From an optimization exercise on the open Yosys and OpenROAD flow, aimed at small area and a short achievable clock period; shortcuts taken in it are not production practice.
The RTL was checked by simulation tests, not by an equivalence proof against the original design.

## flow/design.v (module list and top-level ports; edited modules follow where they fit)
// module fpm_top: 864 lines
// module fpm_fa: 4 lines
// module fpm_bsel: 3 lines
// module fpm_ao22: 3 lines
// module fpm_aoi22: 3 lines
// module fpm_xor2: 3 lines
module fpm_top (
  input  logic        clk,
  input  logic        rst_n,
  input  logic [2:0]  r_mode,
  input  logic [31:0] fp_x,
  input  logic [31:0] fp_y,
  output logic [31:0] fp_z,
  output logic        ovrf,
  output logic        udrf
);
  // ...
==> flow/flow/run.sh <==
#!/bin/bash
set -euo pipefail
bash standard.sh synth > synth.log 2>&1
bash standard.sh finish SETUP_SLACK_MARGIN=7 > layout.log 2>&1
==> flow/standard.sh <==
#!/bin/bash
# synth_recipe.tcl (not shown) runs the flow's synth.tcl, then flattens the netlist and writes it again
# the make line also repeats each setting of config.mk as NAME=value (left out here)
make -C /OpenROAD-flow-scripts/flow DESIGN_CONFIG=/design/flow/config.mk WORK_HOME=/design/flow/orfs CLKGATE_MAP_FILE= SYNTH_SCRIPT=/design/flow/synth_recipe.tcl "${@:-finish}"
==> flow/config.mk <==
export PLATFORM = sky130hd
export DESIGN_NAME = fpm_top
export DESIGN_NICKNAME = fpm_top
export VERILOG_FILES = /design/flow/design.v
export SDC_FILE = /design/flow/constraint.sdc
export NUM_CORES = 4
export LEC_CHECK = 0
export CAP_MARGIN = 20
export CORE_MARGIN = 2
export CORE_UTILIZATION = 40
export SLEW_MARGIN = 20
export SYNTH_HIERARCHICAL = 1
==> flow/constraint.sdc <==
create_clock -name core_clock -period 12.5 [get_ports {clk}]
set_input_delay 2.5000 -clock core_clock [delete_from_list [all_inputs] [get_ports {clk}]]
set_output_delay 2.5000 -clock core_clock [all_outputs]
set_load 0.01 [all_outputs]
==> impl_metrics.env, run 1 <==
export IMPL_crit_arrival_ns=6.21
export IMPL_synth_edf_count=0
export IMPL_synthAdderAreaFrac_pct=37.8
export IMPL_fin_setup_tns_ns=0
export IMPL_cts_setup_buffers=139
export IMPL_numPortBuffers=102
export IMPL_endpoint_kind="flop"
export IMPL_slew_violations=0
export IMPL_cts_tree="done"
export IMPL_syn_avg_cell_area_um2=10.6
export IMPL_synth_yosys_warnings=7
export IMPL_inv_count=88
export IMPL_cts_sinks=125
export IMPL_synth_compound_area_share_pct=19.0
export IMPL_seq_cell_count=125
export IMPL_postCtsHoldBufs=0
export IMPL_sh_seq_area_pct=12.1
export IMPL_antenna_found_initial=1
export IMPL_skew_ns=0.00918
export IMPL_mostFrequentLayoutCells="xor2_1, a22o_1, fa_1, buf_4, ha_1"
export IMPL_synthMostInstantiatedCell="xor2_1"
export IMPL_status="no timing/DRC/antenna violations"
export IMPL_crit_required_ns=12.87
export IMPL_place_gp_congestion=0.867
export IMPL_cts_root_buffer="clkbuf_16"
export IMPL_max_freq_mhz=171
export IMPL_drt_pass1_iter_count=5
export IMPL_cp_num_buf_inv=4
export IMPL_critPathLaunch="fy_q[6]"
export IMPL_well_tap_count=585
export IMPL_grt_max_degree=50
export IMPL_largestClassByArea="multi-input combinational cells"
export IMPL_vias=14990
export IMPL_cp_top_family="adder cells"
export IMPL_worstPathMaxFanout=14
export IMPL_top_register="p_q"
export IMPL_synth_area_leader_cell="fa_1"
export IMPL_n_antenna_cell=0
export IMPL_core_rowCount=76
==> run 2, diff against run 1 <==
--- a/flow/design.v
+++ b/flow/design.v
@@ -783,125 +783,116 @@
   assign p[14] = ap[14] ^ g3_13;
   assign p[15] = ap[15] ^ g3_14;
   assign p[16] = ap[16] ^ g3_15;
   assign p[17] = ap[17] ^ g4_16;
   assign p[18] = ap[18] ^ g4_17;
   assign p[19] = ap[19] ^ g4_18;
   assign p[20] = ap[20] ^ g4_19;
   assign p[21] = ap[21] ^ g4_20;
-  assign p[22] = ap[22] ^ g4_21;
-  assign p[23] = ap[23] ^ g4_22;
-  assign p[24] = ap[24] ^ g4_23;
-  assign p[25] = ap[25] ^ g4_24;
-  assign p[26] = ap[26] ^ g4_25;
-  assign p[27] = ap[27] ^ g4_26;
-  assign p[28] = ap[28] ^ g4_27;
-  assign p[29] = ap[29] ^ g4_28;
-  assign p[30] = ap[30] ^ g4_29;
-  assign p[31] = ap[31] ^ g4_30;
-  assign p[32] = ap[32] ^ g4_31;
-  assign p[33] = ap[33] ^ g5_32;
-  assign p[34] = ap[34] ^ g5_33;
-  assign p[35] = ap[35] ^ g5_34;
-  assign p[36] = ap[36] ^ g5_35;
-  assign p[37] = ap[37] ^ g5_36;
-  assign p[38] = ap[38] ^ g5_37;
-  assign p[39] = ap[39] ^ g5_38;
-  assign p[40] = ap[40] ^ g5_39;
-  assign p[41] = ap[41] ^ g5_40;
-  assign p[42] = ap[42] ^ g5_41;
-  assign p[43] = ap[43] ^ g5_42;
-  assign p[44] = ap[44] ^ g5_43;
-  assign p[45] = ap[45] ^ g5_44;
-  assign p[46] = ap[46] ^ g5_45;
-  assign p[47] = ap[47] ^ g5_46;
+  fpm_xor2 u_sum22 (.a(ap[22]), .b(g4_21), .y(p[22]));
+  fpm_xor2 u_sum23 (.a(ap[23]), .b(g4_22), .y(p[23]));
+  fpm_xor2 u_sum24 (.a(ap[24]), .b(g4_23), .y(p[24]));
+  fpm_xor2 u_sum25 (.a(ap[25]), .b(g4_24), .y(p[25]));
+  fpm_xor2 u_sum26 (.a(ap[26]), .b(g4_25), .y(p[26]));
+  fpm_xor2 u_sum27 (.a(ap[27]), .b(g4_26), .y(p[27]));
+  fpm_xor2 u_sum28 (.a(ap[28]), .b(g4_27), .y(p[28]));
+  fpm_xor2 u_sum29 (.a(ap[29]), .b(g4_28), .y(p[29]));
+  fpm_xor2 u_sum30 (.a(ap[30]), .b(g4_29), .y(p[30]));
+  fpm_xor2 u_sum31 (.a(ap[31]), .b(g4_30), .y(p[31]));
+  fpm_xor2 u_sum32 (.a(ap[32]), .b(g4_31), .y(p[32]));
+  fpm_xor2 u_sum33 (.a(ap[33]), .b(g5_32), .y(p[33]));
+  fpm_xor2 u_sum34 (.a(ap[34]), .b(g5_33), .y(p[34]));
+  fpm_xor2 u_sum35 (.a(ap[35]), .b(g5_34), .y(p[35]));
+  fpm_xor2 u_sum36 (.a(ap[36]), .b(g5_35), .y(p[36]));
+  fpm_xor2 u_sum37 (.a(ap[37]), .b(g5_36), .y(p[37]));
+  fpm_xor2 u_sum38 (.a(ap[38]), .b(g5_37), .y(p[38]));
+  fpm_xor2 u_sum39 (.a(ap[39]), .b(g5_38), .y(p[39]));
+  fpm_xor2 u_sum40 (.a(ap[40]), .b(g5_39), .y(p[40]));
+  fpm_xor2 u_sum41 (.a(ap[41]), .b(g5_40), .y(p[41]));
+  fpm_xor2 u_sum42 (.a(ap[42]), .b(g5_41), .y(p[42]));
+  fpm_xor2 u_sum43 (.a(ap[43]), .b(g5_42), .y(p[43]));
+  fpm_xor2 u_sum44 (.a(ap[44]), .b(g5_43), .y(p[44]));
+  fpm_xor2 u_sum45 (.a(ap[45]), .b(g5_44), .y(p[45]));
+  fpm_xor2 u_sum46 (.a(ap[46]), .b(g5_45), .y(p[46]));
+  fpm_xor2 u_sum47 (.a(ap[47]), .b(g5_46), .y(p[47]));
   logic live;    
   assign live = v_q & rst_n;
   logic nrm_c, inf_c, zer_c, nan_c, sg_c;
   assign nan_c = live & nan_q;
   assign inf_c = live & ~nan_q & inf_q;
   assign zer_c = live & ~nan_q & ~inf_q & zer_q;
   assign nrm_c = live & ~nan_q & ~inf_q & ~zer_q;
   assign sg_c  = live & ~nan_q & sg_q;
-  logic ov_a, ov_254, ov_253, un_a, un_m1, un_0;
-  assign ov_a   = nrm_c & ~eb_q[9] & (eb_q[8:0] >= 9'd255);   
-  assign ov_254 = nrm_c & (eb_q == 10'd254);                   
-  assign ov_253 = nrm_c & (eb_q == 10'd253);                   
-  assign un_a   = nrm_c & eb_q[9] & (eb_q != 10'h3ff);         
-  assign un_m1  = nrm_c & (eb_q == 10'h3ff);                   
-  assign un_0   = nrm_c & (eb_q == 10'd0);                      
+  logic [1:0] ov_s, un_s;
+  assign ov_s[0] = ~eb_q[9] & (eb_q[8:0] >= 9'd255);
+  assign ov_s[1] = ~eb_q[9] & (eb_q[8:0] >= 9'd254);
+  assign un_s[0] = eb_q[9] | (eb_q == 10'd0);
+  assign un_s[1] = eb_q[9];
+  logic [1:0] inf_s, zer_s, nrm_s;
+  assign inf_s = {2{inf_c}} | ({2{nrm_c}} & ov_s);
+  assign zer_s = {2{zer_c}} | ({2{nrm_c}} & un_s);
+  assign nrm_s = {2{nrm_c}} & ~ov_s & ~un_s;
   logic [25:0] p_q;
   logic [7:0]  e_q;
-  logic st_q, rne2_q, rmm2_q, rdir2_q;
-  logic nrm2_q, inf2_q, zer2_q, nan2_q, sg2_q;
-  logic ova_q, ov254_q, ov253_q, una_q, unm1_q, un0_q;
+  logic st_q, rne2_q, rmm2_q, rdir2_q, nan2_q, sg2_q;
+  logic [1:0] inf_q2, zer_q2, nrm_q2;
   always_ff @(posedge clk) begin
     p_q     <= p[47:22];
     st_q    <= st_lo;
     e_q     <= eb_q[7:0];
     rne2_q  <= rne_q;
     rmm2_q  <= rmm_q;
     rdir2_q <= rdir_q;
-    nrm2_q  <= nrm_c;
-    inf2_q  <= inf_c;
-    zer2_q  <= zer_c;
     nan2_q  <= nan_c;
     sg2_q   <= sg_c;
-    ova_q   <= ov_a;
-    ov254_q <= ov_254;
-    ov253_q <= ov_253;
-    una_q   <= un_a;
-    unm1_q  <= un_m1;
-    un0_q   <= un_0;
+    inf_q2  <= inf_s;
+    zer_q2  <= zer_s;
+    nrm_q2  <= nrm_s;
   end
-  logic h, g1, g0, s1, s0, ru1, ru0, c1, c0;
-  logic [23:0] k1, k0;
-  assign h  = p_q[25];         
-  assign k1 = p_q[25:2];
-  assign g1 = p_q[1];
-  assign s1 = p_q[0] | st_q;
-  assign k0 = p_q[24:1];
-  assign g0 = p_q[0];
-  assign s0 = st_q;
-  assign ru1 = (rne2_q & g1 & (s1 | k1[0])) | (rmm2_q & g1) | (rdir2_q & (g1 | s1));
-  assign ru0 = (rne2_q & g0 & (s0 | k0[0])) | (rmm2_q & g0) | (rdir2_q & (g0 | s0));
-  assign c1 = ru1 & (&k1);    
-  assign c0 = ru0 & (&k0);
+  logic h, g, s, lsb, ru, c, sx;
+  logic [22:0] k;
+  assign h   = p_q[25];         
+  assign k   = h ? p_q[24:2] : p_q[23:1];
+  assign g   = h ? p_q[1] : p_q[0];
+  assign s   = st_q | (h & p_q[0]);
+  assign lsb = h ? p_q[2] : p_q[1];
+  assign ru  = (rne2_q & g & (s | lsb)) | (rmm2_q & g) | (rdir2_q & (g | s));
+  assign c   = ~h & ru & (&p_q[23:1]);    
+  assign sx  = h | c;                     
   logic [22:0] i1, i0, frac;
-  assign i1 = k1[22:0] + 23'd1;
-  assign i0 = k0[22:0] + 23'd1;
-  assign frac = h ? (ru1 ? i1 : k1[22:0]) : (ru0 ? i0 : k0[22:0]);
-  logic hc2, hc1;    
-  assign hc2 = h & c1;
-  assign hc1 = h ? ~c1 : c0;
-  logic ovf, udf, nrm;
-  assign ovf = ova_q | (ov254_q & (h | c0)) | (ov253_q & hc2);
-  assign udf = una_q | (unm1_q & ~hc2) | (un0_q & ~h & ~c0);
-  assign nrm = nrm2_q & ~ovf & ~udf;
-  logic [7:0] e1, e2, ez;
-  assign e1 = e_q + 8'd1;
-  assign e2 = e_q + 8'd2;
-  assign ez = hc2 ? e2 : (hc1 ? e1 : e_q);
-  assign ovrf = inf2_q | ovf;
-  assign udrf = zer2_q | udf;
+  assign i1 = p_q[24:2] + 23'd1;
+  assign i0 = p_q[23:1] + 23'd1;
+  assign frac = ru ? (h ? i1 : i0) : k;
+  logic inf_o, zer_o, nrm;
+  assign inf_o = sx ? inf_q2[1] : inf_q2[0];
+  assign zer_o = sx ? zer_q2[1] : zer_q2[0];
+  assign nrm   = sx ? nrm_q2[1] : nrm_q2[0];
+  logic [7:0] ez;
+  assign ez = e_q + {7'd0, sx};
+  assign ovrf = inf_o;
+  assign udrf = zer_o;
   assign fp_z[31]    = sg2_q;
-  assign fp_z[30:23] = (nan2_q | ovrf) ? 8'hff : (nrm ? ez : 8'h00);
+  assign fp_z[30:23] = (nan2_q | inf_o) ? 8'hff : (nrm ? ez : 8'h00);
   assign fp_z[22]    = nan2_q | (nrm & frac[22]);
   assign fp_z[21:0]  = nrm ? frac[21:0] : 22'd0;
 endmodule
 module fpm_fa (input logic a, input logic b, input logic c, output logic s, output logic co);
   assign s  = a ^ b ^ c;
   assign co = (a & b) | (a & c) | (b & c);
 endmodule
 module fpm_bsel (input logic one, input logic two, input logic neg, input logic a, input logic b, output logic pp);
   assign pp = ((one & a) | (two & b)) ^ neg;
 endmodule
 module fpm_ao22 (input logic one, input logic two, input logic a, input logic b, output logic y);
   assign y = (one & a) | (two & b);
 endmodule
+module fpm_ao4 (input logic s1, input logic s2, input logic s3, input logic s4,
+                input logic a, input logic b, input logic c, input logic d, output logic y);
+  assign y = (s1 & a) | (s2 & b) | (s3 & c) | (s4 & d);
+endmodule
 module fpm_aoi22 (input logic one, input logic two, input logic a, input logic b, output logic y);
   assign y = ~((one & a) | (two & b));
 endmodule
 module fpm_xor2 (input logic a, input logic b, output logic y);
   assign y = a ^ b;
 endmodule
 `default_nettype wire
==> flow/flow/run.sh (replaced) <==
#!/bin/bash
# The standard synthesis and layout; repair aims for 7 ns of setup slack
set -euo pipefail
bash standard.sh synth > synth.log 2>&1
bash standard.sh finish SETUP_SLACK_MARGIN=7 "BUFFER_PORTS_ARGS=-buffer_cell sky130_fd_sc_hd__buf_2" > layout.log 2>&1
==> impl_metrics.env, run 2 <==
export IMPL_status="no timing/DRC/antenna violations"
export IMPL_drive_gt1_share_pct=25.2
export IMPL_postRouteAntennaNets=0
export IMPL_final_common_cell="xor2_1"
export IMPL_worstPathMaxFanout=12
export IMPL_cts_root_buffer="clkbuf_16"
export IMPL_yosys_area_top_type_share_pct=30.1
export IMPL_hold_path_class="reg2reg"
export IMPL_fin_setup_tns_ns=0
export IMPL_clk_path_buf_depth=2
export IMPL_syn_avg_cell_area_um2=10.8
export IMPL_synthMostInstantiatedCell="xor2_1"
export IMPL_path_clk_slew_ns=0.06
export IMPL_synth_edf_count=0
export IMPL_max_freq_mhz=180
export IMPL_synthFlopType="dfxtp_1"
export IMPL_num_io_pins=103
export IMPL_drt_vias_per_instance=5.90
export IMPL_drt_pass1_iter_count=6
export IMPL_drv_cap=0
export IMPL_grt_max_degree=28
export IMPL_largest_register_ff_count=26
export IMPL_cts_htree_levels=4
export IMPL_slew_headroom_pct=45.1
export IMPL_netlist_instances=1627
export IMPL_core_rowCount=76
export IMPL_clkLatencyLatePin_ns=0.44
export IMPL_grt_pass1_vias=15679
export IMPL_yosys_top_cells_area="fa_1, xor2_1, dfxtp_1, a22o_1, ha_1"
export IMPL_crit_slowest_cell="fa_1"
export IMPL_die_h_um=213
export IMPL_crit_arrival_ns=5.86
export IMPL_cts_buffers=17
export IMPL_totalWireLength_um=60500
export IMPL_grt_overflow=0
export IMPL_final_net_count=2310
export IMPL_grt_pass1_wl_um=91900
export IMPL_n_antenna_cell=0
export IMPL_top_register="p_q"
export IMPL_die_area_um2=45500
export IMPL_worst_pin_slew_ns=0.816
export IMPL_synth_yosys_warnings=7
export IMPL_ys_seq_elements=122
export IMPL_fin_area_um2=21500
export IMPL_initial_utilization_pct=40.6
export IMPL_crit_type="reg2reg"
export IMPL_place_gp_congestion=0.884
export IMPL_synth_distinct_cells=64
export IMPL_area_growth_pct=22.8
export IMPL_core_area_um2=43200
export IMPL_cts_sinks=122
export IMPL_synthArstFlopShare_pct=0
export IMPL_min_period_ns=5.55
export IMPL_numPortBuffers=102
export IMPL_finalSetupViolCount=0
export IMPL_n_fill_cell=3945
export IMPL_skew_ns=0.00918
export IMPL_pre_cts_slack_ns=6.08
export IMPL_placed_cell_area_um2=18900
export IMPL_synth_common_cells="xor2_1, fa_1, a22o_1"
export IMPL_cp_slowest_stage_delay_ns=0.51
export IMPL_yosysSeqAreaShare_pct=13.9
export IMPL_grtUsageTotal_pct=27.0
export IMPL_die_w_um=213
export IMPL_cts_tree="done"
export IMPL_mostFrequentLayoutCells="xor2_1, a22o_1, fa_1, buf_2, ha_1"
export IMPL_cp_start_kind="flop"
export IMPL_route_detailed_drc=0
export IMPL_post_route_util_pct=49.9
export IMPL_period_share_pct=44.4
export IMPL_dp_hpwl_um=37100
export IMPL_syn_nets=2066
export IMPL_netlist_area_um2=17500
export IMPL_endpoint_kind="flop"
export IMPL_worstPathCellList="buf_4 > buf_8 > a22o_1 > xor2_1 > fa_1 > fa_1 > fa_1 > ha_1 > ha_1 > inv_1 > ha_1 > a21o_1 > a221oi_2 > o211ai_1 > buf_4 > a21oi_2 > buf_6 > o21ai_4 > and2_4 > a311o_1 > xor2_1"
export IMPL_timing_final_ws_setup_ns=6.95
export IMPL_synth_area_leader_cell="fa_1"
export IMPL_reg_largest_list="p_q x26, fy_q x23"
export IMPL_hold_viol_final=0
export IMPL_wire_per_inst_um=24.5
export IMPL_drtIter0Drc=1194
export IMPL_slew_violations=0
export IMPL_crit_required_ns=12.81
export IMPL_antenna_found_initial=0
export IMPL_rsz0062_at_grt="yes"
export IMPL_vias=14571
==> run 2: metal layers <==
| metal | vias to the layer above | part of all wire (%) | GRT usage [%] |
|---|---|---|---|
| li1 | 6275 | - | - |
| met1 | 7355 | 38 | 32.8 |
| met2 | 741 | 48 | 45.0 |
| met3 | 200 | 8.9 | 5.73 |
| met4 | 0 | 5.6 | 14.3 |
| met5 | - | 0 | 0 |
==> run 2: per-stage QoR <==
stage	hold WS [ns]	std cells
detailed placement	0.316	2314
global route	0.332	2469
finish	0.328	2469
floorplan	0.310	1627
CTS	0.330	2443
global placement	0.317	2314
==> run 2: final timing paths <==
| check | start | cells after the start | slack, ns | to |
|---|---|---|---|---|
| max | bone_q[2] | 21 | 6.95 | p_q[17] |
| min | rmm_q | 0 | 0.33 | rmm2_q |
| max reg2reg | bone_q[2] | 21 | 6.95 | p_q[17] |
| min reg2reg | rmm_q | 0 | 0.33 | rmm2_q |
==> run 2: cell families after synthesis <==
family	after synthesis	share of synthesized area, %
AOI/OAI and AO/OA	411	19.4
xor gates and xnor gates	374	18.7
adders and majority gates	370	37.7
buffers and inverters	101	2.35
DFF	122	13.9
muxes	10	0.692
and+or+nand+nor	239	7.25
==> run 2: repair_timing <==
action / in CTS / in global routing
resized for setup: 142 / 59
endpoints found under the setup margin: 58 / 45
gates cloned: 2 / 0
buffers inserted: 95 / 26
pin swaps: 36 / 36
hold buffers: 0 / 0
==> run 2: cell type report <==
type	count	area, um2	area share (%)
tap	585	732	3.40
timing repair buffer	239	1960	9.08
clock buffer	17	425	1.97
multi-input combinational	1405	15300	71.0
clock inverter	15	188	0.871
inverter	86	323	1.50
sequential	122	2620	12.2
==> run 2: modules after synthesis, one instance, submodules excluded <==
| module | flip-flops and latches | copies in the design |
|---|---|---|
| fpm_top | 122 | 1 |
| fpm_fa | 0 | 263 |
| fpm_aoi22 | 0 | 22 |
| fpm_ao22 | 0 | 242 |
| fpm_xor2 | 0 | 268 |
==> run 2: worst max-delay path, delay by kind of cell (launching register included) <==
family / cells / cell delay [ns]
AOI/OAI and AO/OA: 7 / 1.51
xor gates and xnor gates: 2 / 0.33
buffers and inverters: 5 / 0.72
and+or+nand+nor: 1 / 0.18
DFF: 1 / 0.38
adders and majority gates: 6 / 2.28
==> run 3, diff against run 2 <==
==> flow/flow/run.sh (replaced) <==
#!/bin/bash
# The standard synthesis and layout; repair aims for 6 ns of setup slack
set -euo pipefail
bash standard.sh synth > synth.log 2>&1
bash standard.sh finish SETUP_SLACK_MARGIN=6 "BUFFER_PORTS_ARGS=-buffer_cell sky130_fd_sc_hd__buf_2" > layout.log 2>&1
==> impl_metrics.env, run 3 <==
export IMPL_period_share_pct=48.8
export IMPL_antenna_found_initial=0
export IMPL_final_common_cell="xor2_1"
export IMPL_mostFrequentLayoutCells="xor2_1, fa_1, a22o_1, dfxtp_1, ha_1"
export IMPL_crit_arrival_ns=6.41
export IMPL_worstPathCellList="buf_4 > a22o_1 > xor2_1 > fa_1 > fa_1 > fa_1 > fa_1 > fa_1 > ha_1 > ha_1 > a21oi_1 > o211ai_1 > a221oi_1 > o21ai_0 > a21oi_2 > buf_4 > o21ai_2 > a31o_2 > a221o_1 > xor2_1"
export IMPL_synthFlopType="dfxtp_1"
export IMPL_n_antenna_cell=0
export IMPL_cp_top_family="adder cells"
export IMPL_clkLatencyLatePin_ns=0.44
export IMPL_synth_edf_count=0
export IMPL_endpoint_kind="flop"
export IMPL_cp_start_kind="flop"
export IMPL_synth_distinct_cells=64
export IMPL_synthMuxAreaShare_pct=0.692
export IMPL_finalSetupViolCount=0
export IMPL_hold_viol_final=0
export IMPL_dp_cells=2350
export IMPL_cp_num_buf_inv=2
export IMPL_final_seq_area_um2=2470
export IMPL_wire_per_inst_um=21.9
export IMPL_path_clk_slew_ns=0.06
export IMPL_synthXorXnorAreaFrac_pct=18.7
export IMPL_drtIter0Drc=961
export IMPL_ys_seq_elements=122
export IMPL_die_area_um2=45500
export IMPL_synthAdderAreaFrac_pct=37.7
export IMPL_synth_top_family_by_area="adder cells"
export IMPL_grt_pass1_vias=14754
export IMPL_dp_hpwl_um=36800
export IMPL_core_rowCount=76
export IMPL_synthSimpleGateAreaFrac_pct=7.25
export IMPL_final_net_count=2224
export IMPL_reg_largest_list="p_q x26, fy_q x23"
export IMPL_syn_nets=2066
export IMPL_hold_path_class="reg2reg"
export IMPL_place_gp_congestion=0.870
export IMPL_n_fill_cell=4098
export IMPL_drt_pass1_iter_count=5
export IMPL_num_io_pins=103
export IMPL_max_freq_mhz=164
export IMPL_slew_violations=0
export IMPL_core_area_um2=43200
export IMPL_initial_utilization_pct=40.6
export IMPL_status="no timing/DRC/antenna violations"
export IMPL_slew_headroom_pct=39.1
export IMPL_synth_common_cells="xor2_1, fa_1, a22o_1"
export IMPL_finalNonFillerCells=2383
export IMPL_yosysSeqAreaShare_pct=13.9
export IMPL_cp_slowest_stage_delay_ns=0.52
export IMPL_cts_root_buffer="clkbuf_16"
export IMPL_syn_avg_cell_area_um2=10.8
export IMPL_drive_gt1_share_pct=13.7
export IMPL_cts_tree="done"
export IMPL_grt_pass1_wl_um=82700
export IMPL_crit_top_cell="fa_1"
export IMPL_netlist_instances=1627
export IMPL_worst_pin_slew_ns=0.894
export IMPL_whs_ns=0.326
export IMPL_cts_sinks=122
export IMPL_cts_htree_levels=4
export IMPL_totalWireLength_um=52300
export IMPL_netlist_area_um2=17500
export IMPL_synth_yosys_warnings=7
export IMPL_numPortBuffers=102
export IMPL_synthMostInstantiatedCell="xor2_1"
export IMPL_crit_type="reg2reg"
export IMPL_top_register="p_q"
export IMPL_postRouteAntennaNets=0
export IMPL_yosys_area_top_type_share_pct=30.1
export IMPL_drv_cap=0
export IMPL_grt_max_degree=48
export IMPL_route_detailed_drc=0
export IMPL_drt_vias_per_instance=5.77
export IMPL_yosys_top_cells_area="fa_1, xor2_1, dfxtp_1, a22o_1, ha_1"
export IMPL_skew_ns=0.0166
export IMPL_synth_area_leader_cell="fa_1"
export IMPL_synth_compound_area_share_pct=19.4
export IMPL_largest_register_ff_count=26
export IMPL_crit_slowest_cell="fa_1"
export IMPL_die_h_um=213
export IMPL_min_period_ns=6.10
export IMPL_vias=13759
export IMPL_grt_overflow=0
export IMPL_rsz0062_at_grt="no"
export IMPL_cts_buffers=17
export IMPL_synthArstFlopShare_pct=0
export IMPL_clk_path_buf_depth=2
export IMPL_multi_input_area_um2=14700
export IMPL_crit_required_ns=12.81
export IMPL_worstPathMaxFanout=25
export IMPL_fin_setup_tns_ns=0
export IMPL_grtUsageTotal_pct=23.8
export IMPL_area_growth_pct=12.5
export IMPL_die_w_um=213
[run 3: changes by cell type in the layout (fill, tap and decap cells not counted), sizes merged]
| cell | change |
|---|---|
| bufinv | -1 |
| clkinv | -2 |
| clkinvlp | +3 |
| buf | -84 |
| mux2i | -1 |
| bufbuf | -1 |
[run 3: routing by layer]
layer	vias to the layer above	part of all wire (%)	global-route usage, %
li1	6122	-	-
met1	7007	41	30.2
met2	519	50	40.9
met3	111	6.0	3.25
met4	0	3.3	9.51
met5	-	0	0
[run 3: path summary, 6_finish.rpt]
kind / from / endpoint / slack (ns) / depth (start not counted)
worst max-delay path: fy_q[9] / p_q[14] / 6.40 / 20
worst min-delay path: rmm_q / rmm2_q / 0.33 / 0
worst max register to register: fy_q[9] / p_q[14] / 6.40 / 20
worst min register to register: rmm_q / rmm2_q / 0.33 / 0
[run 3: area by class of cell]
| class | count | share of cell area, % |
|---|---|---|
| multi-input combinational | 1404 | 74.4 |
| clock inverter | 15 | 0.843 |
| sequential | 122 | 12.5 |
| timing repair buffer | 154 | 4.72 |
| inverter | 86 | 1.64 |
| clock buffer | 17 | 2.16 |
| tap | 585 | 3.71 |
[run 3: per-module statistics from Yosys (local to each module, per instance)]
module	cells	flops+latches	area, um2
fpm_ao22	1	0	8.76
fpm_xor2	1	0	8.76
fpm_top	832	122	7530
fpm_fa	1	0	20.0
fpm_aoi22	1	0	12.5
[run 3: timing repair]
item                                    in CTS  in global routing
buffers inserted                             0                  1
endpoints found under the hold margin        0                  0
endpoints found under the setup margin       6                  4
resized for setup                            7                 16
hold buffers                                 0                  0
[run 3: logic make-up after synthesis]
family | Yosys count
compound gates | 411
mux | 10
fa+ha+maj | 370
xor+xnor | 374
flops | 122
buf+inv | 101
simple gates | 239
[run 3: through the flow]
stage | instance area, um2 | utilization [%] | setup slack [ns]
6_report | 19700 | 45.7 | 6.40
2_1_floorplan | 17500 | - | 6.61
5_1_grt | 19700 | 45.7 | 6.07
4_1_cts | 19700 | 45.6 | 6.20
3_3_place_gp | 19100 | 44.2 | 5.86
3_5_place_dp | 19100 | 44.2 | 5.83

-- port drivers added, routing unchanged --
No port has a modelled driver above. Below, the same layouts with a new extraction and two added sets of constraints. Step 1 (the two cells are an assumption about what drives the block):
set clk [get_ports {clk}]
set_driving_cell -lib_cell sky130_fd_sc_hd__clkbuf_16 $clk
set_driving_cell -lib_cell sky130_fd_sc_hd__buf_2 [delete_from_list [all_inputs] $clk]
Step 2 also shifts input and output timing later by t, the mid clock arrival at the registers, as if the neighbouring blocks saw the same clock. Three values: no drivers, after step 1, after step 2; two values: the first two.
| run | t (ns) | setup slack, ns | slew at the worst register clock pin (ns) | cell pins on the clock port's net |
|---|---|---|---|---|
| run 1 | 0.492 | 6.658 / 6.658 / 6.658 | 0.06 / 0.06 | 1 |
| run 2 | 0.488 | 6.946 / 6.946 / 6.946 | 0.06 / 0.06 | 1 |
| run 3 | 0.481 | 6.396 / 6.393 / 6.396 | 0.06 / 0.06 | 1 |
After both steps every run listed still meets setup and hold.
